This design comes from an exercise in tuning for small area, a short achievable clock period and few clock cycles per item on the open sky130 flow, not from production work.
The RTL was checked by simulation tests, not by an equivalence proof against the original design.
Power figures rest on the tool's default switching activity, not on a simulated workload.

===== design/flow/flow/run.sh =====
#!/bin/bash
# Own flow: the standard ORFS flow (standard.sh, all steps unchanged)
# with two additions:
#  - the port buffers are buf_4 cells (the default pick is a slow delay cell)
#  - after global routing, one more setup repair over every endpoint below
#    the margin (post_grt.tcl), then legalization and incremental routing
# The make output goes to standard.log; ORFS keeps each step's log under
# orfs/logs.
set -euo pipefail
here=$(cd "$(dirname "$0")" && pwd)
export BUFFER_PORTS_ARGS="-buffer_cell sky130_fd_sc_hd__buf_4"
export POST_GLOBAL_ROUTE_TCL="$here/post_grt.tcl"
export EXTRA_SETUP_MARGIN=3.8
export EXTRA_TNS=100
bash standard.sh > standard.log 2>&1

===== design/flow/flow/post_grt.tcl =====
# own flow: after global routing, a second setup repair over every endpoint
# below the margin, then legalize and update the global routes
puts "own flow: extra setup repair after global route, margin $::env(EXTRA_SETUP_MARGIN)"
estimate_parasitics -global_routing
report_worst_slack
global_route -start_incremental
repair_timing -setup -setup_margin $::env(EXTRA_SETUP_MARGIN) -repair_tns $::env(EXTRA_TNS) -verbose
detailed_placement
global_route -end_incremental
estimate_parasitics -global_routing
report_worst_slack

===== design/flow/standard.sh =====
#!/bin/bash
# synth_recipe.tcl (not shown) runs the flow's synth.tcl, then flattens the netlist and writes it again
# the make line also repeats each setting of config.mk as NAME=value (left out here)
make -C /OpenROAD-flow-scripts/flow DESIGN_CONFIG=/design/flow/config.mk WORK_HOME=/design/flow/orfs CLKGATE_MAP_FILE= SYNTH_SCRIPT=/design/flow/synth_recipe.tcl "${@:-finish}"

===== design/flow/config.mk =====
export PLATFORM = sky130hd
export DESIGN_NAME = mips_core_top
export DESIGN_NICKNAME = mips_core_top
export VERILOG_FILES = /design/flow/design.v
export SDC_FILE = /design/flow/constraint.sdc
export NUM_CORES = 4
export LEC_CHECK = 0
export CAP_MARGIN = 20
export CORE_MARGIN = 2
export CORE_UTILIZATION = 45
export CTS_CLUSTER_DIAMETER = 60
export CTS_CLUSTER_SIZE = 24
export SETUP_SLACK_MARGIN = 4.0
export SLEW_MARGIN = 20
export TNS_END_PERCENT = 5

===== design/flow/constraint.sdc =====
create_clock -name core_clock -period 7.0 [get_ports {clk}]
set_input_delay 1.4000 -clock core_clock [delete_from_list [all_inputs] [get_ports {clk}]]
set_output_delay 1.4000 -clock core_clock [all_outputs]
set_load 0.01 [all_outputs]

===== design/flow/design.v =====
`default_nettype none
package mips_isa_pkg;
  localparam int unsigned OPCODE_W  = 6;
  localparam int unsigned REG_IDX_W = 5;
  localparam int unsigned SHAMT_W   = 5;
  localparam int unsigned FUNCT_W   = 6;
  localparam int unsigned IMM_W     = 16;
  typedef logic [REG_IDX_W-1:0] reg_idx_t;
  typedef enum logic [OPCODE_W-1:0] {
    OP_RTYPE = 6'h00,
    OP_ADDI  = 6'h08,
    OP_LW    = 6'h23,
    OP_SW    = 6'h2b
  } opcode_t;
  typedef enum logic [FUNCT_W-1:0] {
    FN_ADD = 6'h20,
    FN_SUB = 6'h22,
    FN_AND = 6'h24,
    FN_OR  = 6'h25,
    FN_SLT = 6'h2a
  } funct_t;
  typedef struct packed {
    opcode_t            opcode;
    reg_idx_t           rs;
    reg_idx_t           rt;
    reg_idx_t           rd;
    logic [SHAMT_W-1:0] shamt;   
    funct_t             funct;
  } instr_r_t;
  typedef struct packed {
    opcode_t          opcode;
    reg_idx_t         rs;
    reg_idx_t         rt;
    logic [IMM_W-1:0] imm16;
  } instr_i_t;
  typedef union packed {
    instr_r_t r;
    instr_i_t i;
  } instr_t;
endpackage
`default_nettype wire
`default_nettype none
package mips_core_pkg;
  localparam int unsigned XLEN = 32;   
  typedef logic [XLEN-1:0] word_t;
  typedef enum logic [1:0] {
    ALU_OP_ADD   = 2'b00,   
    ALU_OP_SUB   = 2'b01,
    ALU_OP_FUNCT = 2'b10    
  } alu_op_t;
  typedef enum logic [2:0] {
    ALU_AND = 3'b000,
    ALU_OR  = 3'b001,
    ALU_ADD = 3'b010,
    ALU_SUB = 3'b110,
    ALU_SLT = 3'b111
  } alu_ctrl_t;
  typedef enum logic [1:0] {
    FWD_REG   = 2'b00,   
    FWD_EXMEM = 2'b01,   
    FWD_MEMWB = 2'b10    
  } fwd_sel_t;
endpackage
`default_nettype wire
`default_nettype none
module mips_core_top
#(
  parameter int unsigned IMEM_AW = 8,
  parameter int unsigned DMEM_AW = 6
) (
  input  wire logic          clk,
  input  wire logic          rst_n_i,
  input  wire mips_isa_pkg::instr_t        imem_data_i,
  output logic [IMEM_AW-1:0] imem_addr_o,
  output logic               wb_en_o,
  output mips_isa_pkg::reg_idx_t           wb_reg_o,
  output mips_core_pkg::word_t              wb_data_o
);
  logic        hold;       
  logic        ex_wr_q, ex_ld_q, ex_st_q;
  logic [4:0]  ex_d_q;
  logic        mem_wr_q, mem_ld_q;
  logic [4:0]  mem_d_q;
  logic [31:0] r1_q;       
  logic [31:0] r2_q;       
  logic        wb_v_q;
  logic [4:0]  wb_d_q;
  logic [IMEM_AW-1:0] pc_q;
  logic [31:0]        ir_q;
  logic               ir_v_q;
  logic [31:1]        rs_oh_q, rt_oh_q;    
  logic               byp_s_q, byp_t_q;    
  always_ff @(posedge clk or negedge rst_n_i) begin
    if (!rst_n_i) begin
      pc_q   <= '0;
      ir_v_q <= 1'b0;
    end else begin
      if (!hold) pc_q <= pc_q + 1'b1;
      ir_v_q <= !hold;
    end
  end
  always_ff @(posedge clk) begin
    ir_q <= imem_data_i;
    for (int i = 1; i < 32; i++) begin
      rs_oh_q[i] <= (imem_data_i[25:21] == 5'(i));
      rt_oh_q[i] <= (imem_data_i[20:16] == 5'(i));
    end
  end
  always_ff @(posedge clk) begin
    byp_s_q <= mem_wr_q && (mem_d_q == imem_data_i[25:21]);
    byp_t_q <= mem_wr_q && (mem_d_q == imem_data_i[20:16]);
  end
  assign imem_addr_o = pc_q;
  logic [5:0]  op;
  logic [4:0]  rs, rt, rd;
  logic [5:0]  fn;
  logic [15:0] imm;
  assign op  = ir_q[31:26];
  assign rs  = ir_q[25:21];
  assign rt  = ir_q[20:16];
  assign rd  = ir_q[15:11];
  assign fn  = ir_q[5:0];
  assign imm = ir_q[15:0];
  logic is_r, is_addi, is_lw, is_sw;
  assign is_r    = (op == 6'h00);
  assign is_addi = (op == 6'h08);
  assign is_lw   = (op == 6'h23);
  assign is_sw   = (op == 6'h2b);
  logic [4:0] id_dest;
  logic       id_wr;
  assign id_dest = is_r ? rd : rt;
  assign id_wr   = ir_v_q && (is_r || is_addi || is_lw) && (id_dest != 5'd0);
  logic [5:0] nx_op;
  logic [4:0] nx_rs, nx_rt;
  assign nx_op = imem_data_i[31:26];
  assign nx_rs = imem_data_i[25:21];
  assign nx_rt = imem_data_i[20:16];
  assign hold  = is_lw && id_wr &&
                 ((id_dest == nx_rs) || ((nx_op == 6'h00) && (id_dest == nx_rt)));
  logic [31:0] rf_q [1:31];
  logic [31:0] rd_s, rd_t, rf_rs, rf_rt;
  always_comb begin
    rd_s = '0;
    rd_t = '0;
    for (int i = 1; i < 32; i++) begin
      rd_s = rd_s | ({32{rs_oh_q[i]}} & rf_q[i]);
      rd_t = rd_t | ({32{rt_oh_q[i]}} & rf_q[i]);
    end
    rf_rs = byp_s_q ? r2_q : rd_s;
    rf_rt = byp_t_q ? r2_q : rd_t;
  end
  always_ff @(posedge clk) begin
    for (int i = 1; i < 32; i++)
      if (wb_v_q && (wb_d_q == 5'(i))) rf_q[i] <= r2_q;
  end
  logic        ex_sub_q, ex_add_q, ex_and_q, ex_or_q, ex_slt_q;
  logic        ex_sa1_q, ex_sa2_q, ex_sa0_q;    
  logic        ex_sb1_q, ex_sb2_q, ex_sb0_q;    
  logic [31:0] ex_a_q, ex_b_q;
  logic [7:0]  ex_imm_q;      
  logic        id_sub, id_and, id_or, id_slt, id_fa1, id_fa2, id_fb1, id_fb2;
  assign id_sub = is_r && (fn == 6'h22);
  assign id_and = is_r && (fn == 6'h24);
  assign id_or  = is_r && (fn == 6'h25);
  assign id_slt = is_r && (fn == 6'h2a);
  assign id_fa1 = ex_wr_q && (ex_d_q == rs);
  assign id_fa2 = mem_wr_q && (mem_d_q == rs) && !id_fa1;
  assign id_fb1 = ex_wr_q && (ex_d_q == rt);
  assign id_fb2 = mem_wr_q && (mem_d_q == rt) && !id_fb1;
  always_ff @(posedge clk or negedge rst_n_i) begin
    if (!rst_n_i) begin
      ex_wr_q <= 1'b0;
      ex_st_q <= 1'b0;
      ex_ld_q <= 1'b0;
    end else begin
      ex_wr_q <= id_wr;
      ex_st_q <= ir_v_q && is_sw;
      ex_ld_q <= ir_v_q && is_lw;
    end
  end
  always_ff @(posedge clk) begin
    ex_sub_q <= id_sub || id_slt;
    ex_add_q <= !id_sub && !id_and && !id_or && !id_slt;
    ex_and_q <= id_and;
    ex_or_q  <= id_or;
    ex_slt_q <= id_slt;
    ex_sa1_q <= id_fa1;
    ex_sa2_q <= id_fa2;
    ex_sa0_q <= !id_fa1 && !id_fa2;
    ex_sb1_q <= (is_r || is_sw) && id_fb1;
    ex_sb2_q <= (is_r || is_sw) && id_fb2;
    ex_sb0_q <= !((is_r || is_sw) && (id_fb1 || id_fb2));
    ex_d_q   <= id_dest;
    ex_a_q   <= rf_rs;
    ex_b_q   <= (is_r || is_sw) ? rf_rt : {{16{imm[15]}}, imm};
    ex_imm_q <= imm[7:0];
  end
  logic [31:0] a, b, bx, sum, alu, sdat;
  logic        slt;
  assign a    = ({32{ex_sa1_q}} & r1_q) | ({32{ex_sa2_q}} & r2_q) | ({32{ex_sa0_q}} & ex_a_q);
  assign b    = ({32{ex_sb1_q}} & r1_q) | ({32{ex_sb2_q}} & r2_q) | ({32{ex_sb0_q}} & ex_b_q);
  assign bx   = ex_sub_q ? ~b : b;
  logic [31:0] pg [0:5];
  logic [31:0] gg [0:5];
  logic [31:0] cy;
  always_comb begin
    pg[0] = a ^ bx;
    gg[0] = a & bx;
    gg[0][0] = gg[0][0] | (pg[0][0] & ex_sub_q);
    for (int l = 0; l < 5; l++) begin
      for (int i = 0; i < 32; i++) begin
        if (i >= (1 << l)) begin
          gg[l+1][i] = gg[l][i] | (pg[l][i] & gg[l][i - (1 << l)]);
          pg[l+1][i] = pg[l][i] & pg[l][i - (1 << l)];
        end else begin
          gg[l+1][i] = gg[l][i];
          pg[l+1][i] = pg[l][i];
        end
      end
    end
    cy = {gg[5][30:0], ex_sub_q};
  end
  assign sum  = pg[0] ^ cy;
  assign slt  = (a[31] ^ b[31]) ? a[31] : !cy[31];
  assign alu = ({32{ex_add_q || ex_sub_q && !ex_slt_q}} & sum)
             | ({32{ex_and_q}} & (a & b))
             | ({32{ex_or_q}}  & (a | b))
             | {31'd0, ex_slt_q & slt};
  assign sdat = b;
  logic [31:0] mem_sd_q;
  logic        mem_sf_q;    
  always_ff @(posedge clk or negedge rst_n_i) begin
    if (!rst_n_i) begin
      mem_wr_q <= 1'b0;
      mem_ld_q <= 1'b0;
    end else begin
      mem_wr_q <= ex_wr_q;
      mem_ld_q <= ex_ld_q;
    end
  end
  logic [7:0]  ap, ag;
  logic        c2;
  logic [1:0]  m2;         
  logic [3:0]  mi [3:7];   
  logic [63:0] wsel;
  logic [63:0] wl_q;       
  logic [63:0] ws_q;       
  assign ap = a[7:0] ^ ex_imm_q;
  assign ag = a[7:0] & ex_imm_q;
  assign c2 = ag[1] | (ap[1] & ag[0]);
  assign m2[0] = (c2 == ap[2]);
  assign m2[1] = (c2 != ap[2]);
  always_comb begin
    for (int i = 3; i < 8; i++) begin
      for (int kk = 0; kk < 4; kk++) begin
        mi[i][kk] = ((ag[i-1] | (ap[i-1] & !kk[0])) == (ap[i] ^ kk[1]));
      end
    end
  end
  always_comb begin
    for (int k = 0; k < 64; k++) begin
      wsel[k] = m2[k & 1];
      for (int i = 3; i < 8; i++)
        wsel[k] = wsel[k] & mi[i][((k >> (i - 2)) & 1) * 2 + ((k >> (i - 3)) & 1)];
    end
  end
  always_ff @(posedge clk) begin
    for (int k = 0; k < 64; k++) begin
      wl_q[k] <= ex_ld_q && wsel[k];
      ws_q[k] <= ex_st_q && wsel[k];
    end
  end
  always_ff @(posedge clk) begin
    mem_d_q  <= ex_d_q;
    r1_q     <= alu;
    mem_sd_q <= sdat;
    mem_sf_q <= ex_st_q && mem_ld_q && mem_wr_q && ex_sb1_q;
  end
  logic [31:0] dmem_q [64];
  logic [31:0] ld, mres, sd;
  always_comb begin
    ld = '0;
    for (int k = 0; k < 64; k++)
      ld = ld | ({32{wl_q[k]}} & dmem_q[k]);
  end
  assign mres = ld | ({32{!mem_ld_q}} & r1_q);
  assign sd   = mem_sf_q ? r2_q : mem_sd_q;
  always_ff @(posedge clk) begin
    for (int k = 0; k < 64; k++)
      if (ws_q[k]) dmem_q[k] <= sd;
  end
  always_ff @(posedge clk or negedge rst_n_i) begin
    if (!rst_n_i) wb_v_q <= 1'b0;
    else          wb_v_q <= mem_wr_q;
  end
  always_ff @(posedge clk) begin
    wb_d_q <= mem_d_q;
    r2_q   <= mres;
  end
  assign wb_en_o   = wb_v_q;
  assign wb_reg_o  = wb_d_q;
  assign wb_data_o = r2_q;
endmodule
`default_nettype wire

==> results of run 1 <==
routing by layer:
metal / routed length, µm / vias up
met4: 47400 / 18
met3: 111000 / 2839
met5: 129 / -
met2: 236000 / 11400
li1: - / 32700
met1: 198000 / 46800
placed cells by master (no fill, tap or decap), drive strengths merged, types with 10 or more instances in the layout:
master    count
a21oi       137
a221oi      562
a222oi       46
a22o        562
a22oi       880
a31oi        11
buf         422
bufinv       15
clkbuf      253
clkinv       35
clkinvlp     12
dfrtp        15
dfxtp       419
diode        52
edfxtp     3040
ha           44
inv         116
mux2         34
nand2       196
nand3       164
nand4       305
nor2        291
nor2b        10
nor3         73
nor4         40
o211ai       21
o21ai        66
o31ai        20
o32ai        15
or3          10
xnor2        72
xor2         49
cell families (layout without fill, tap and decap cells):
group | after synthesis | count (layout)
flip-flops | 3474 | 3474
AO/OA/AOI/OAI | 2372 | 2372
AND/OR/NAND/NOR | 1130 | 1130
buffers and inverters | 528 | 856
XOR/XNOR | 121 | 121
adder cells (fa/ha/maj) | 45 | 45
multiplexers | 40 | 40
other | 0 | 52
final timing paths:
path                            start  cells past startpoint         end
setup / recovery           rt_oh_q[4]                      6   ex_b_q[7]
max in group asynchronous     rst_n_i                      1     ex_ld_q
hold / removal                rst_n_i                      1     pc_q[1]
min in group core_clock     ex_d_q[2]                      0  mem_d_q[2]
hold reg to reg             ex_d_q[2]                      0  mem_d_q[2]
setup reg to reg           rt_oh_q[4]                      6   ex_b_q[7]
report_power, final:
group          switching, W  leakage (nW)  internal, W
Clock               0.00729          3.20      0.00615
Sequential         0.000560          31.1       0.0236
Combinational       0.00277          10.8      0.00111
area by class of cell:
class / instances / area (µm²) / share of cell area, %
tap: 3762 / 4710 / 3.28
inverter: 74 / 283 / 0.197
timing repair buffer: 431 / 3800 / 2.65
multi-input combinational: 3708 / 27400 / 19.1
antenna: 52 / 130 / 0.0907
sequential: 3474 / 100000 / 70.1
clock buffer: 247 / 5320 / 3.71
clock inverter: 104 / 1300 / 0.907
flip-flops by register name, summed over array words and instances, names as in the netlist, 5 cells and up:
signal	count
dmem_q	2048
ex_a_q	32
ex_b_q	32
ex_d_q	5
ex_imm_q	8
ir_q	32
mem_d_q	5
mem_sd_q	32
pc_q	8
r1_q	32
r2_q	32
rf_q	992
rs_oh_q	31
rt_oh_q	31
wb_d_q	5
wl_q	64
ws_q	64
worst register-to-register path: cells and delay by family, from the launching register on:
family,cells,cell delay (ns)
AO/OA/AOI/OAI,4,2.14
flip-flops,1,0.37
AND/OR/NAND/NOR,1,0.12
buffers and inverters,1,0.46
stage by stage:
stage | utilization [%] | hold slack (ns) | setup slack [ns]
2_1_floorplan | - | 0.331 | 3.82
3_3_place_gp | 47.4 | 0.391 | 2.85
3_5_place_dp | 47.4 | 0.396 | 2.84
4_1_cts | 50.0 | 0.337 | 3.61
6_report | 50.4 | 0.351 | 3.62
==> flow_summary_export.csv, run 1 <==
group,metric,value,unit
outcome,status,"complete, no violations",
synthesis,synth_top_family_by_area,"compound AO/OA/AOI/OAI gates",
grt,use_met1,52.4,%
grt,grt_util_all_layers,39.5,%
clocking,htreeDepth,4,
grt,grt_max_degree,65,
timing,finalMaxSlewViolations,0,
synthesis,synth-async-reset-ratio,0.432,%
synthesis,synth-warning-count,6,
pwr,power.density_cell_area,289,nW/µm²
die,die_boundary_width,539,µm
finish,final_cell_count_no_fill,11900,
setup_path,path_max_fanout,31,
clocking,clockBufferDepth,4,
synthesis,synth_area_per_cell,16.7,µm²
timing,worstMarginPinSlew,1.30,ns
clocking,clock-sinks,3474,
timing,finalCriticalPeriod,3.38,ns
job,cap_violations,0,
timing,max_clock_freq,296,MHz
finish,final_net_count,7968,
pwr,worst_ir_drop_vdd,0.215,mV
setup_path,reg2reg_slack,3.62,ns
setup_path,cp_slowest_cell,"o32ai_1",
setup_path,cp_data_arrival_time,4.01,ns
synthesis,synth_top_cell_area_share,71.0,%
grt,grt_antenna_before_repair,50,
grt,grt_pass1_wl,771,mm
placement,buffer_ports.inserted,79,
clocking,cts_tree,"done",
clocking,clk_pin_slew_worst_paths,0.10,ns
clocking,worst_skew_pair.late_latency,0.94,ns
route,drc,0,
synthesis,dominantRegCellSynth,"edfxtp_1",
setup_path,worst_ep_required_time,7.63,ns
timing,final-setup-viol-count,0,
setup_path,worst_setup_path_end_kind,"flop",
route,firstDrtPassIters,13,
grt,grt.met3_usage,16.3,%
die,floorplan.initialDensity,45.2,%
synthesis,mappedNetlistNets,7789,
finish,fin_area,143000,µm²
placement,detailed_place.area,135000,µm²
route,final_antenna_net_count,0,
route,detail_route.vias_per_cell,7.91,
synthesis,synthAdderAreaFrac,0.443,%
placement,placed_cells_incl_taps,11400,
finish,fraction_of_final_layout_cells_sized_beyond_drive_strength_1,13.7,%
synthesis,synth.top_cells.by_area,"edfxtp_1 (71%), dfxtp_1 (6.5%), a22oi_1 (5.1%), a221oi_1 (3.8%), a22o_1 (3.8%)",
timing,final.setup.tns,0,ns
synthesis,synth.largest_area_cell,"edfxtp_1",
die,floorplan.die_area,290000,µm²
grt,groute.layer.met2.usage,54.2,%
setup_path,critical_path_class,"flop to flop",
synthesis,yosys.area_share.xor_xnor,0.824,%
clocking,clock-root-buffer,"clkbuf_16",
grt,gr-max-usage-layer,"met2",
die,core_area,285000,µm²
setup_path,timing.critical_path.max_delay_family,"compound AO/OA/AOI/OAI gates",
synthesis,synth.cell_area,129000,µm²
route,routed_wire_length_per_instance,50.1,µm
grt,first_global_vias,84700,
synthesis,netlist_top_cells_count,"edfxtp_1 (3,040), a22oi_1 (880), a221oi_1 (562), a22o_1 (562), dfxtp_1 (419)",
worst_hold_path,worst_hold_path_type,"input pin to async pin",
die,top_level_ports,80,
die,fp.dieH,539,µm
route,via_count,93700,
setup_path,worst_path_largest_cell_delay,1.04,ns
setup_path,critical_path_buf_inv_count,1,
synthesis,synth_most_common_cell,"edfxtp_1",
setup_path,cp-start-kind,"flop",
route,drt-total-wl,594,mm
synthesis,synth_seq_area_share,77.8,%
clocking,ctsResizeCount,87,
synthesis,post_synth_and_or_nand_nor_area_fraction,4.37,%
route,drt_first_iter_violations,24000,
setup_path,critical_path.cell_chain,"buf_4 > a22o_1 > a221oi_1 > nand4_1 > o32ai_1 > o21ai_0",
grt,global_route.overflow_total,0,
synthesis,synth.distinct_cells,74,
finish,synthToLayoutAreaGrowth,11.5,%
placement,gpl.final_weighted_congestion,0.931,
timing,hold_viol_final,0,
synthesis,synth_cells,7710,
finish,fillCellCount,23200,
timing,slew_headroom,13.4,%
synthesis,yosys-mux-area-fraction,0.367,%
die,placement_rows,196,
timing,min_period_over_period,48.2,%
synthesis,synth-edff-count,3040,
clocking,post_cts_setup_buffers,37,
clocking,cts_buffers,200,
clocking,holdBufCountCts,0,
placement,dp_hpwl,308,mm
synthesis,synth_compound_area_share,14.7,%
timing,timing.clock.skew,0.0770,ns
pwr,leakagePower,45.1,nW
pwr,fin_total_pwr,0.0415,W
synthesis,synth_seq_cells,3474,
Testbench counts, summed over its fixed seeds: cycles 19,426, instrs 18,432.
==> run 2, diff against run 1 <==
--- a/design/flow/design.v
+++ b/design/flow/design.v
@@ -223,3 +223,3 @@
   assign sum  = pg[0] ^ cy;
-  assign slt  = (a[31] ^ b[31]) ? a[31] : !cy[31];
+  assign slt  = (a[31] ^ b[31]) ? a[31] : sum[31];
   assign alu = ({32{ex_add_q || ex_sub_q && !ex_slt_q}} & sum)
==> run 2 against run 1 <==
Sequential share of layout area decreased by 0.29 points. Die area increased by 0.12%. Clock skew decreased by 0.012 ns. Routed wire length decreased by 0.63%. Synthesized cell count increased by 0.43%. Setup slack got worse by 0.10 ns. Combinational power about the same. First-iteration DRC count decreased by 11%. Total power decreased by 0.15%. Fmax decreased by 2.9%. Cell area increased by 0.41%. Highest routed layer unchanged.
==> flow_summary_export.csv, run 2 <==
group,metric,value,unit
outcome,status,"complete, no violations",
timing,hold_viol_final,0,
setup_path,critical_path_class,"flop to flop",
clocking,worst_skew_pair.late_latency,0.96,ns
timing,min_period_over_period,49.7,%
synthesis,netlist_top_cells_count,"edfxtp_1 (3,040), a22oi_1 (878), a221oi_1 (564), a22o_1 (564), dfxtp_1 (419)",
finish,fraction_of_final_layout_cells_sized_beyond_drive_strength_1,14.7,%
placement,dp_hpwl,318,mm
timing,slew_headroom,5.86,%
finish,most-common-layout-cells,"edfxtp_1 (3,040), a22oi_1 (869), a22o_1 (564), a221oi_1 (564), buf_4 (454)",
finish,final_net_count,8077,
pwr,p_int,0.0307,W
grt,global_route.overflow_total,0,
clocking,clockBufferDepth,4,
synthesis,synth-async-reset-ratio,0.432,%
setup_path,worst_ep_required_time,7.65,ns
pwr,power.clock.fraction,32.0,%
route,firstDrtPassIters,8,
die,top_level_ports,80,
route,drt-total-wl,590,mm
pwr,fin_total_pwr,0.0414,W
setup_path,worst_path_largest_cell_delay,0.96,ns
setup_path,cp_data_arrival_time,4.13,ns
die,floorplan.die_area,291000,µm²
die,floorplan.initialDensity,45.2,%
clocking,post_cts_setup_buffers,70,
clocking,cts_tree,"done",
timing,final.setup.tns,0,ns
setup_path,critical_path.cell_chain,"buf_4 > a221oi_1 > nand4_1 > nor4_1 > nand4_1",
finish,fillCellCount,23300,
clocking,cts_buffers,200,
clocking,htreeDepth,4,
finish,biggestRegsByFlops,"dmem_q: 2048 flops, rf_q: 992 flops",
grt,first_global_vias,84700,
route,detail_route.vias_per_cell,7.79,
finish,synthToLayoutAreaGrowth,11.8,%
grt,grt_pass1_wl,767,mm
grt,gr-max-usage-layer,"met2",
die,core_area,285000,µm²
timing,finalWorstSetupSlack,3.52,ns
timing,worstMarginPinSlew,1.40,ns
setup_path,cp-start-kind,"flop",
clocking,clock-sinks,3474,
grt,groute.layer.met2.usage,57.2,%
finish,multi_input_comb_area,27800,µm²
pwr,power.density_cell_area,288,nW/µm²
pwr,leakagePower,45.5,nW
timing,final-setup-viol-count,0,
placement,buffer_ports.inserted,79,
pwr,netSwitchingPower,0.0107,W
grt,grt.met3_usage,14.3,%
synthesis,dominantRegCellSynth,"edfxtp_1",
synthesis,synth.distinct_cells,68,
route,drc,0,
timing,finalMaxSlewViolations,0,
placement,placed_cells_incl_taps,11400,
synthesis,synth_seq_cells,3474,
pwr,seq_pwr_share,58.7,%
clocking,clk_pin_slew_worst_paths,0.10,ns
placement,pre_cts_slack,2.92,ns
route,drt_first_iter_violations,21300,
setup_path,path_max_fanout,19,
route,routed_wire_length_per_instance,49.5,µm
clocking,holdBufCountCts,0,
worst_hold_path,worst_hold_path_type,"input pin to async pin",
grt,grt_util_all_layers,39.1,%
synthesis,mappedNetlistNets,7822,
die,placement_rows,196,
finish,final_cell_count_no_fill,11900,
setup_path,worst_setup_path_end_kind,"flop",
pwr,power.combinational.fraction,9.3,%
die,die_boundary_width,539,µm
finish,layout.core_utilization,50.5,%
synthesis,synth.cell_area,129000,µm²
synthesis,synth_top_cell_area_share,70.9,%
grt,grt_max_degree,65,
finish,register_area,100000,µm²
placement,gpl.final_weighted_congestion,0.947,
synthesis,synth-edff-count,3040,
pwr,switching_share,25.9,%
timing,timing.clock.skew,0.0654,ns
setup_path,crit_top_cell,"nand4_1",
timing,max_clock_freq,287,MHz
die,fp.dieH,539,µm
pwr,worst_ir_drop_vdd,0.221,mV
route,final_antenna_net_count,0,
synthesis,synth_seq_area_share,77.7,%
timing,finalCriticalPeriod,3.48,ns
synthesis,synth-warning-count,6,
synthesis,synth_most_common_cell,"edfxtp_1",
route,via_count,92900,
synthesis,synth.largest_area_cell,"edfxtp_1",
finish,largest_register_ffs,2048,
clocking,ctsResizeCount,87,
clocking,clock-root-buffer,"clkbuf_16",
finish,most_common_cell_after_layout_fill_and_taps_aside,"edfxtp_1",
grt,use_met1,48.4,%
synthesis,synth_area_per_cell,16.6,µm²
setup_path,cp_slowest_cell,"nor4_1",
synthesis,synth.top_cells.by_area,"edfxtp_1 (71%), dfxtp_1 (6.5%), a22oi_1 (5.1%), a221oi_1 (3.8%), a22o_1 (3.8%)",
job,cap_violations,0,
grt,grt_antenna_before_repair,27,
finish,registers.top_by_ff_count,"dmem_q",
synthesis,synth_cells,7743,
-- run 2: per-layer routing --
layer	wire [µm]	share of wire, %
met5	309	0.052
met4	54700	9.3
met3	100000	17
met2	247000	42
met1	188000	32
-- run 2: metrics by stage --
step | instance area (µm²) | hold WS, ns
3_5_place_dp | 135000 | 0.387
6_report | 144000 | 0.298
2_1_floorplan | 129000 | 0.329
4_1_cts | 143000 | 0.296
3_3_place_gp | 135000 | 0.392
-- run 2: critical path, delay by kind of cell (launching register included) --
kind,cells,cell delay [ns]
compound gates,1,0.35
buf+inv,1,0.46
flops,1,0.62
simple gates,3,1.68
-- run 2: cell type report --
| cell class | instances | area share, % |
|---|---|---|
| Multi-Input combinational cell | 3744 | 19.3 |
| Timing Repair Buffer | 510 | 3.00 |
| Tap cell | 3762 | 3.27 |
| Clock inverter | 97 | 0.830 |
| Antenna cell | 13 | 0.0226 |
| Inverter | 68 | 0.181 |
| Sequential cell | 3474 | 69.8 |
| Clock buffer | 250 | 3.64 |
-- run 2: final timing paths --
check / start / end / slack, ns / cells after the start
setup / recovery: wl_q[12] / r2_q[14] / 3.52 / 5
hold / removal: rst_n_i / pc_q[0] / 0.30 / 1
setup reg to reg: wl_q[12] / r2_q[14] / 3.52 / 5
hold reg to reg: ex_d_q[4] / mem_d_q[4] / 0.40 / 0
max in group asynchronous: rst_n_i / mem_ld_q / 6.44 / 1
min in group core_clock: ex_d_q[4] / mem_d_q[4] / 0.40 / 0
-- run 2: power groups by stage --
stage               Combinational [W]  Sequential, W  Clock [W]
floorplan                     0.00117         0.0247          0
global placement              0.00300         0.0248          0
detailed placement            0.00304         0.0248          0
CTS                           0.00322         0.0243     0.0131
finish                        0.00387         0.0243     0.0133
-- run 2: logic make-up after synthesis --
logic type | Yosys count | share of synthesized area, %
DFF | 3474 | 77.7
AOI/OAI and AO/OA | 2385 | 14.7
and+or+nand+nor | 1162 | 4.51
buffers and inverters | 525 | 1.53
xor gates and xnor gates | 113 | 0.768
adders and majority gates | 45 | 0.443
muxes | 39 | 0.337
Testbench counts of run 2, summed over its fixed seeds: cycles 19,426, instrs 18,432.
==> run 3, diff against run 2 <==
--- a/design/flow/design.v
+++ b/design/flow/design.v
@@ -85,2 +85,3 @@
   logic [31:0] r2_q;       
+  logic [31:0] rfw_q;      
   logic        wb_v_q;
@@ -153,3 +154,3 @@
     for (int i = 1; i < 32; i++)
-      if (wb_v_q && (wb_d_q == 5'(i))) rf_q[i] <= r2_q;
+      if (wb_v_q && (wb_d_q == 5'(i))) rf_q[i] <= rfw_q;
   end
@@ -223,3 +224,3 @@
   assign sum  = pg[0] ^ cy;
-  assign slt  = (a[31] ^ b[31]) ? a[31] : sum[31];
+  assign slt  = (a[31] ^ b[31]) ? a[31] : !cy[31];
   assign alu = ({32{ex_add_q || ex_sub_q && !ex_slt_q}} & sum)
@@ -299,5 +300,9 @@
   end
+  always_ff @(posedge clk or negedge rst_n_i) begin
+    if (!rst_n_i) rfw_q <= '0;
+    else          rfw_q <= mres;
+  end
   assign wb_en_o   = wb_v_q;
   assign wb_reg_o  = wb_d_q;
-  assign wb_data_o = r2_q;
+  assign wb_data_o = rfw_q;
 endmodule
--- a/design/flow/config.mk
+++ b/design/flow/config.mk
@@ -9,3 +9,3 @@
 export CORE_MARGIN = 2
-export CORE_UTILIZATION = 45
+export CORE_UTILIZATION = 40
 export CTS_CLUSTER_DIAMETER = 60
==> run 3 against run 2 <==
Largest cell class unchanged. Synthesized cell count is essentially flat. Highest routed layer unchanged. First-iteration DRC count grew 1.0%. Cell area grew 0.50%. Still clean on timing, DRC and antenna. Sequential share of layout area grew 0.19 points. Total power grew 0.44%.
==> flow_summary_export.csv, run 3 <==
group,metric,value,unit
finish,most_common_cell_after_layout_fill_and_taps_aside,"edfxtp_1",
timing,finalCriticalPeriod,3.49,ns
synthesis,synth_most_common_cell,"edfxtp_1",
synthesis,synth_area_per_cell,16.7,µm²
finish,synthToLayoutAreaGrowth,11.8,%
finish,biggestRegsByFlops,"dmem_q: 2048 flops, rf_q: 992 flops",
synthesis,netlist_top_cells_count,"edfxtp_1 (3,040), a22oi_1 (880), a221oi_1 (562), a22o_1 (562), dfxtp_1 (419)",
setup_path,worst_setup_path_end_kind,"flop",
synthesis,synth_cells,7742,
setup_path,crit_top_cell,"nand4_1",
pwr,switching_share,25.9,%
setup_path,worst_ep_required_time,7.60,ns
finish,fillCellCount,27900,
timing,max_clock_freq,286,MHz
placement,gpl.final_weighted_congestion,0.952,
synthesis,dominantRegCellSynth,"edfxtp_1",
pwr,leakagePower,45.5,nW
synthesis,synth_top_cell_area_share,70.5,%
timing,finalMaxSlewViolations,0,
pwr,p_int,0.0308,W
finish,most-common-layout-cells,"edfxtp_1 (3,040), a22oi_1 (876), a22o_1 (562)",
worst_hold_path,worst_hold_path_type,"flop to flop",
route,drc,0,
placement,placed_cells_incl_taps,12000,
clocking,clock-root-buffer,"clkbuf_16",
setup_path,path_max_fanout,19,
placement,buffer_ports.inserted,79,
timing,timing.clock.skew,0.0665,ns
die,core_area,322000,µm²
grt,grt_util_all_layers,34.4,%
synthesis,synth.distinct_cells,74,
setup_path,reg2reg_slack,3.51,ns
grt,grt_antenna_before_repair,48,
route,drt-total-wl,590,mm
setup_path,cp_data_arrival_time,4.09,ns
pwr,netSwitchingPower,0.0108,W
route,final_antenna_net_count,0,
setup_path,critPathLaunch,"wl_q[13]",
route,routed_wire_length_per_instance,47.5,µm
placement,detailed_place.area,137000,µm²
grt,grt_max_degree,65,
synthesis,synth.largest_area_cell,"edfxtp_1",
synthesis,synth.top_cells.by_area,"edfxtp_1 (71%), dfxtp_1 (6.5%), a22oi_1 (5.1%), a221oi_1 (3.8%), a22o_1 (3.8%)",
timing,worstMarginPinSlew,1.37,ns
synthesis,synth-edff-count,3040,
pwr,seq_pwr_share,59.3,%
setup_path,critical_path_class,"flop to flop",
die,die_boundary_width,573,µm
route,drt_first_iter_violations,21500,
outcome,status,"complete, no violations",
timing,final.setup.tns,0,ns
setup_path,critical_path.cell_chain,"buf_4 > a22o_1 > a221oi_1 > nand4_1 > nor4_1 > nand4_1",
synthesis,synth-async-reset-ratio,1.34,%
setup_path,timing.critical_path.max_delay_family,"simple AND/OR/NAND/NOR gates",
die,placement_rows,208,
setup_path,crit-reg2reg-launch,"wl_q[13]",
worst_hold_path,hold_start,"ex_d_q[0]",
route,detail_route.vias_per_cell,7.44,
clocking,worst_skew_pair.late_latency,0.96,ns
setup_path,worst_path_largest_cell_delay,0.63,ns
synthesis,mappedNetlistNets,7821,
timing,slew_headroom,8.86,%
route,via_count,92500,
pwr,power.density_cell_area,288,nW/µm²
clocking,clockBufferDepth,4,
finish,registers.top_by_ff_count,"dmem_q",
timing,min_period_over_period,49.9,%
finish,largest_register_ffs,2048,
placement,pre_cts_slack,2.86,ns
grt,grt_pass1_wl,765,mm
die,floorplan.die_area,328000,µm²
clocking,ctsResizeCount,96,
clocking,htreeDepth,4,
clocking,clk_pin_slew_worst_paths,0.10,ns
clocking,cts_tree,"done",
setup_path,cp_slowest_cell,"dfxtp_2",
pwr,power.clock.fraction,31.6,%
timing,finalWorstSetupSlack,3.51,ns
pwr,worst_ir_drop_vdd,0.263,mV
die,floorplan.initialDensity,40.2,%
setup_path,critical_path_buf_inv_count,1,
synthesis,synth_seq_area_share,77.9,%
route,firstDrtPassIters,10,
synthesis,synth-warning-count,6,
grt,global_route.overflow_total,0,
finish,fraction_of_final_layout_cells_sized_beyond_drive_strength_1,14.1,%
die,top_level_ports,80,
timing,hold_viol_final,0,
clocking,post_cts_setup_buffers,31,
finish,final_net_count,8046,
pwr,power.combinational.fraction,9.1,%
finish,final_cell_count_no_fill,12400,
setup_path,cp-start-kind,"flop",
placement,dp_hpwl,314,mm
clocking,holdBufCountCts,0,
timing,final-setup-viol-count,0,
clocking,clock-sinks,3506,
finish,fin_area,145000,µm²
grt,first_global_vias,83900,
die,fp.dieH,573,µm
synthesis,synth.cell_area,129000,µm²
pwr,fin_total_pwr,0.0416,W
job,cap_violations,0,
synthesis,synth_seq_cells,3506,
clocking,cts_buffers,198,
-- run 3: worst register-to-register path, delay by kind of cell, from the launching register on --
kind / cells / cell delay [ns]
AND/OR/NAND/NOR: 3 / 1.41
flip-flops: 1 / 0.63
AO/OA/AOI/OAI: 2 / 0.58
buffers and inverters: 1 / 0.50
-- run 3: path summary, 6_finish.rpt --
| path | to | depth (start not counted) |
|---|---|---|
| setup reg to reg | rfw_q[13] | 6 |
| hold / removal | mem_d_q[0] | 0 |
| setup / recovery | rfw_q[13] | 6 |
| max in group asynchronous | rfw_q[6] | 1 |
| min in group asynchronous | ir_v_q | 1 |
| hold reg to reg | mem_d_q[0] | 0 |
-- run 3: logic make-up after synthesis --
family	count (synthesis)	share of synthesized area, %
muxes	40	0.364
and+or+nand+nor	1130	4.34
AOI/OAI and AO/OA	2372	14.6
xor gates and xnor gates	121	0.819
DFF	3506	77.9
buffers and inverters	528	1.53
adders and majority gates	45	0.441
-- run 3: final cells by class --
cell class	count	area (µm²)	area share [%]
multi-input cells	3708	27500	19.0
flip-flops and latches	3506	101000	70.0
clock inverters	82	976	0.674
repair buffers	479	3990	2.76
inverters	74	283	0.195
clock buffers	252	5330	3.68
well taps	4305	5390	3.72
diodes	22	55.1	0.0380
-- run 3: power by group through the flow --
stage / sequential (W) / combinational, W / clock, W
3_5_place_dp: 0.0252 / 0.00300 / 0
4_1_cts: 0.0247 / 0.00308 / 0.0130
6_report: 0.0247 / 0.00378 / 0.0131
2_1_floorplan: 0.0250 / 0.00116 / 0
3_3_place_gp: 0.0252 / 0.00296 / 0
-- run 3: metal layers --
metal | part of all wire [%] | up-vias | wire [µm] | global-route usage (%)
met3 | 18 | 2680 | 104000 | 13.8
met2 | 42 | 10300 | 247000 | 49.8
met1 | 33 | 46600 | 192000 | 42.9
met5 | 0.072 | - | 428 | 0.0871
li1 | - | 32800 | - | -
met4 | 8.1 | 56 | 47700 | 21.4
-- run 3: through the flow --
step                      utilization (%)  hold slack, ns
after floorplan                         -           0.331
after global placement               42.5           0.386
after detailed placement             42.5           0.387
after CTS                            44.6           0.400
final                                45.0           0.401
Testbench counts of run 3, summed over its fixed seeds: cycles 19,426, instrs 18,432.
==> run 4, diff against run 3 <==
--- a/design/flow/design.v
+++ b/design/flow/design.v
@@ -81,3 +81,3 @@
   logic [4:0]  ex_d_q;
-  logic        mem_wr_q, mem_ld_q;
+  logic        mem_wr_q, mem_ld_q, mem_st_q;
   logic [4:0]  mem_d_q;
@@ -85,3 +85,2 @@
   logic [31:0] r2_q;       
-  logic [31:0] rfw_q;      
   logic        wb_v_q;
@@ -154,3 +153,3 @@
     for (int i = 1; i < 32; i++)
-      if (wb_v_q && (wb_d_q == 5'(i))) rf_q[i] <= rfw_q;
+      if (wb_v_q && (wb_d_q == 5'(i))) rf_q[i] <= r2_q;
   end
@@ -159,4 +158,3 @@
   logic        ex_sb1_q, ex_sb2_q, ex_sb0_q;    
-  logic [31:0] ex_a_q, ex_b_q;
-  logic [7:0]  ex_imm_q;      
+  logic [31:0] ex_a_q, ex_b_q, ex_i_q;
   logic        id_sub, id_and, id_or, id_slt, id_fa1, id_fa2, id_fb1, id_fb2;
@@ -190,9 +188,14 @@
     ex_sa0_q <= !id_fa1 && !id_fa2;
-    ex_sb1_q <= (is_r || is_sw) && id_fb1;
-    ex_sb2_q <= (is_r || is_sw) && id_fb2;
-    ex_sb0_q <= !((is_r || is_sw) && (id_fb1 || id_fb2));
+    ex_sb1_q <= is_r && id_fb1;
+    ex_sb2_q <= is_r && id_fb2;
+    ex_sb0_q <= !(is_r && (id_fb1 || id_fb2));
     ex_d_q   <= id_dest;
     ex_a_q   <= rf_rs;
-    ex_b_q   <= (is_r || is_sw) ? rf_rt : {{16{imm[15]}}, imm};
-    ex_imm_q <= imm[7:0];
+    ex_b_q   <= is_r ? rf_rt : {{16{imm[15]}}, imm};
+    ex_i_q   <= rf_rt;        
+  end
+  logic ex_si1_q, ex_si2_q, ex_si3_q;
+  always_ff @(posedge clk) begin
+    ex_si1_q <= id_fb1;
+    ex_si2_q <= id_fb2;
   end
@@ -224,3 +227,3 @@
   assign sum  = pg[0] ^ cy;
-  assign slt  = (a[31] ^ b[31]) ? a[31] : !cy[31];
+  assign slt  = (a[31] ^ b[31]) ? a[31] : sum[31];
   assign alu = ({32{ex_add_q || ex_sub_q && !ex_slt_q}} & sum)
@@ -229,3 +232,3 @@
              | {31'd0, ex_slt_q & slt};
-  assign sdat = b;
+  assign sdat = ex_si1_q ? r1_q : ex_si2_q ? r2_q : ex_i_q;
   logic [31:0] mem_sd_q;
@@ -236,2 +239,3 @@
       mem_ld_q <= 1'b0;
+      mem_st_q <= 1'b0;
     end else begin
@@ -239,2 +243,3 @@
       mem_ld_q <= ex_ld_q;
+      mem_st_q <= ex_st_q;
     end
@@ -246,6 +251,5 @@
   logic [63:0] wsel;
-  logic [63:0] wl_q;       
-  logic [63:0] ws_q;       
-  assign ap = a[7:0] ^ ex_imm_q;
-  assign ag = a[7:0] & ex_imm_q;
+  logic [63:0] wl_q;
+  assign ap = a[7:0] ^ ex_b_q[7:0];
+  assign ag = a[7:0] & ex_b_q[7:0];
   assign c2 = ag[1] | (ap[1] & ag[0]);
@@ -268,6 +272,4 @@
   always_ff @(posedge clk) begin
-    for (int k = 0; k < 64; k++) begin
-      wl_q[k] <= ex_ld_q && wsel[k];
-      ws_q[k] <= ex_st_q && wsel[k];
-    end
+    for (int k = 0; k < 64; k++)
+      wl_q[k] <= (ex_ld_q || ex_st_q) && wsel[k];
   end
@@ -277,3 +279,3 @@
     mem_sd_q <= sdat;
-    mem_sf_q <= ex_st_q && mem_ld_q && mem_wr_q && ex_sb1_q;
+    mem_sf_q <= ex_st_q && mem_ld_q && mem_wr_q && ex_si1_q;
   end
@@ -290,3 +292,3 @@
     for (int k = 0; k < 64; k++)
-      if (ws_q[k]) dmem_q[k] <= sd;
+      if (mem_st_q && wl_q[k]) dmem_q[k] <= sd;
   end
@@ -300,9 +302,5 @@
   end
-  always_ff @(posedge clk or negedge rst_n_i) begin
-    if (!rst_n_i) rfw_q <= '0;
-    else          rfw_q <= mres;
-  end
   assign wb_en_o   = wb_v_q;
   assign wb_reg_o  = wb_d_q;
-  assign wb_data_o = rfw_q;
+  assign wb_data_o = r2_q;
 endmodule
==> run 4 against run 3 <==
Still clean on timing, DRC and antenna. Critical path depth shrank 2. Combinational power rose by 47%. Sequential cell count is 69 lower. Non-clock buffer count grew 170. Via count grew 1.4%. Clock skew increased by 0.0063 ns. Routed wire length increased by 0.22%. Final cell count rose by 1.5%. Setup slack gained 0.034 ns. Sequential share of layout area down 1.5 points. First-iteration DRC count fell by 1.5%. Critical endpoint is now dmem_q[40][15]. Largest cell class unchanged. Highest routed layer unchanged.
==> flow_summary_export.csv, run 4 <==
group,metric,value,unit
outcome,status,"complete, no violations",
synthesis,synth_seq_cells,3437,
timing,finalMaxSlewViolations,0,
clocking,cts_tree,"done",
job,cap_violations,0,
synthesis,synth.top_cells.by_area,"edfxtp_1 (71%), dfxtp_1 (5.9%), a22oi_1 (5.0%), a221oi_1 (3.9%), a22o_1 (3.8%)",
setup_path,worst_ep_required_time,7.56,ns
finish,registers.top_by_ff_count,"dmem_q",
clocking,ctsResizeCount,138,
synthesis,post_synth_and_or_nand_nor_area_fraction,4.48,%
grt,grt_util_all_layers,34.9,%
timing,final.setup.tns,0,ns
synthesis,synth_compound_area_share,14.8,%
setup_path,timing.reg2reg.worst_path_depth,4,
grt,use_met1,43.6,%
synthesis,synth-warning-count,6,
setup_path,critPathLaunch,"mem_st_q",
pwr,worst_ir_drop_vdd,0.262,mV
timing,min_period_over_period,49.4,%
route,detail_route.vias_per_cell,7.43,
synthesis,synth_area_per_cell,16.5,µm²
setup_path,r2r_end,"dmem_q[40][15]",
die,core_area,321000,µm²
clocking,clk_pin_slew_worst_paths,0.10,ns
placement,gpl.final_weighted_congestion,0.941,
synthesis,yosys.area_share.xor_xnor,0.837,%
setup_path,path_max_fanout,37,
clocking,worst_skew_pair.late_latency,0.96,ns
grt,global_route.overflow_total,0,
route,drt_first_iter_violations,21200,
timing,max_clock_freq,289,MHz
clocking,holdBufCountCts,0,
pwr,leakagePower,46.2,nW
timing,hold_viol_final,0,
finish,fraction_of_final_layout_cells_sized_beyond_drive_strength_1,15.9,%
synthesis,dominantRegCellSynth,"edfxtp_1",
clocking,htreeDepth,4,
route,firstDrtPassIters,13,
grt,groute.layer.met2.usage,50.0,%
finish,synthToLayoutAreaGrowth,13.1,%
pwr,power.density_cell_area,294,nW/µm²
synthesis,synth_most_common_cell,"edfxtp_1",
setup_path,reg2reg_slack,3.54,ns
die,die_boundary_width,571,µm
route,via_count,93800,
setup_path,cp_data_arrival_time,4.02,ns
placement,dp_hpwl,320,mm
die,placement_rows,208,
setup_path,worst_setup_path_end_kind,"flop",
timing,final_layout_worst_hold_slack,0.309,ns
synthesis,mappedNetlistNets,7863,
synthesis,synth_top_cell_area_share,70.9,%
timing,timing.clock.skew,0.0728,ns
synthesis,synth_top_family_by_area,"compound AO/OA/AOI/OAI gates",
timing,slew_headroom,6.50,%
timing,worstMarginPinSlew,1.39,ns
placement,detailed_place.area,136000,µm²
die,floorplan.die_area,326000,µm²
placement,buffer_ports.inserted,79,
worst_hold_path,worst_hold_path_type,"input pin to async pin",
setup_path,crit_end,"dmem_q[40][15]",
timing,final-setup-viol-count,0,
grt,gr-max-usage-layer,"met2",
synthesis,yosys-mux-area-fraction,0.582,%
synthesis,netlist_top_cells_count,"edfxtp_1 (3,040), a22oi_1 (854), a221oi_1 (566), a22o_1 (565), clkbuf_1 (429)",
finish,largest_register_ffs,2048,
die,floorplan.initialDensity,40.2,%
clocking,clock-sinks,3437,
finish,biggestRegsByFlops,"dmem_q: 2048 flops, rf_q: 992 flops, wl_q: 64 flops",
clocking,clockBufferDepth,4,
die,top_level_ports,80,
setup_path,cp-start-kind,"flop",
route,routed_wire_length_per_instance,46.9,µm
synthesis,synth-edff-count,3040,
grt,grt_pass1_wl,770,mm
clocking,clock-root-buffer,"clkbuf_16",
clocking,post_cts_setup_buffers,148,
synthesis,synth.distinct_cells,61,
clocking,cts_buffers,196,
finish,most_common_cell_after_layout_fill_and_taps_aside,"edfxtp_1",
finish,final_net_count,8215,
route,drc,0,
synthesis,synthAdderAreaFrac,0.443,%
synthesis,synth-async-reset-ratio,0.466,%
grt,grt_max_degree,65,
finish,fillCellCount,27600,
grt,first_global_vias,85600,
route,drt-total-wl,592,mm
synthesis,synth.largest_area_cell,"edfxtp_1",
finish,most-common-layout-cells,"edfxtp_1 (3,040), a22oi_1 (851), a22o_1 (565), a221oi_1 (565), buf_4 (548)",
synthesis,synth.cell_area,129000,µm²
grt,grt_antenna_before_repair,33,
setup_path,crit-reg2reg-launch,"mem_st_q",
route,final_antenna_net_count,0,
grt,grt.met3_usage,14.4,%
die,fp.dieH,571,µm
timing,finalCriticalPeriod,3.46,ns
finish,fin_area,146000,µm²
synthesis,synth_seq_area_share,77.1,%
setup_path,critical_path_class,"flop to flop",
synthesis,synth_cells,7784,
run 4: cell types whose count changed after synthesis, sizes merged, moves of 18 or more:
cell,delta
a21o,+25
a21oi,+32
a222oi,+42
a22oi,-26
and2,+68
clkbuf,+48
dfrtp,-31
dfxtp,-38
mux2i,+31
nand3,-23
nor2,-55
o31ai,-18
run 4: how the worst min path moves through the flow:
stage	start	to	slack [ns]
after floorplan	mem_d_q[0]	wb_d_q[0]	0.33
after global placement	ex_ld_q	mem_ld_q	0.38
after detailed placement	ex_ld_q	mem_ld_q	0.37
after CTS	rst_n_i	ex_ld_q	0.29
final	rst_n_i	mem_st_q	0.31
run 4: worst max-delay path, cell delays in order, from the launching register on:
cell	delay [ns]
dfrtp_1	0.35
buf_4	0.40
buf_4	0.61
and2_2	0.74
buf_4	0.73
run 4: cell families (layout without fill, tap and decap cells):
logic type / count (synthesis) / after routing
XOR/XNOR: 123 / 123
AND/OR/NAND/NOR: 1131 / 1131
other: 0 / 33
multiplexers: 70 / 70
flip-flops: 3437 / 3437
buffers and inverters: 575 / 1064
adder cells (fa/ha/maj): 45 / 45
AO/OA/AOI/OAI: 2403 / 2403
run 4: where the power goes:
| group | switching, W | internal (W) | total, W |
|---|---|---|---|
| logic | 0.00381 | 0.00174 | 0.00555 |
| clock network | 0.00722 | 0.00566 | 0.0129 |
| registers | 0.000549 | 0.0239 | 0.0244 |
run 4: cell type report:
class	count	area, µm²	area share, %
antenna	33	82.6	0.0567
clock buffer	247	5210	3.58
clock inverter	88	968	0.665
inverter	80	302	0.207
multi-input combinational	3772	28200	19.4
sequential	3437	99700	68.5
tap	4305	5390	3.70
timing repair buffer	649	5790	3.98
run 4: metal layers:
| metal | wire, µm | part of all wire (%) | vias to the layer above |
|---|---|---|---|
| li1 | - | - | 33300 |
| met1 | 193000 | 33 | 47000 |
| met2 | 244000 | 41 | 10700 |
| met3 | 106000 | 18 | 2773 |
| met4 | 49000 | 8.3 | 32 |
| met5 | 523 | 0.088 | - |
run 4: stage by stage:
step	utilization, %	std cells	setup WS [ns]	power, W
2_1_floorplan	-	7784	3.89	0.0264
3_3_place_gp	42.4	12000	2.87	0.0286
3_5_place_dp	42.4	12000	2.89	0.0287
4_1_cts	44.9	12500	3.65	0.0417
6_report	45.4	12600	3.54	0.0429
Testbench counts of run 4, summed over its fixed seeds: cycles 19,426, instrs 18,432.

==> re-timing with driven ports <==
In the flow no input, the clock included, has a driving cell. The finished layouts below were timed again as built, in two steps.
Step 1: set_driving_cell puts a clkbuf_16 on clk and a buf_2 on each other input, an assumption about the parent block.
Step 2 adds t to the input delays and takes it off the output delays; t is the mean of the earliest and latest rising clock arrival at the registers after step 1. Input paths then give back, and output paths get back, about the clock's delay inside the block.
Slacks: no drivers / after step 1 / after step 2; pairs: no drivers / after step 1.
run	t, ns	setup slack, ns	worst hold slack (ns)	clock arrival spread, ns	pins driven straight from the clock port
run 1	1.006	3.624 / 3.624 / 3.493	0.351 / 0.290 / 0.420	0.093 / 0.093	1
run 2	1.025	3.521 / 3.521 / 3.359	0.298 / 0.222 / 0.401	0.088 / 0.088	1
run 3	1.042	3.509 / 3.509 / 3.437	0.401 / 0.401 / 0.401	0.072 / 0.071	1
run 4	1.034	3.543 / 3.543 / 3.543	0.309 / 0.221 / 0.390	0.078 / 0.078	1
After both steps every run listed still meets setup and hold. For run 2, which loses most, drivers alone change the setup slack by 0.000 ns; drivers and shift together by -0.162 ns.
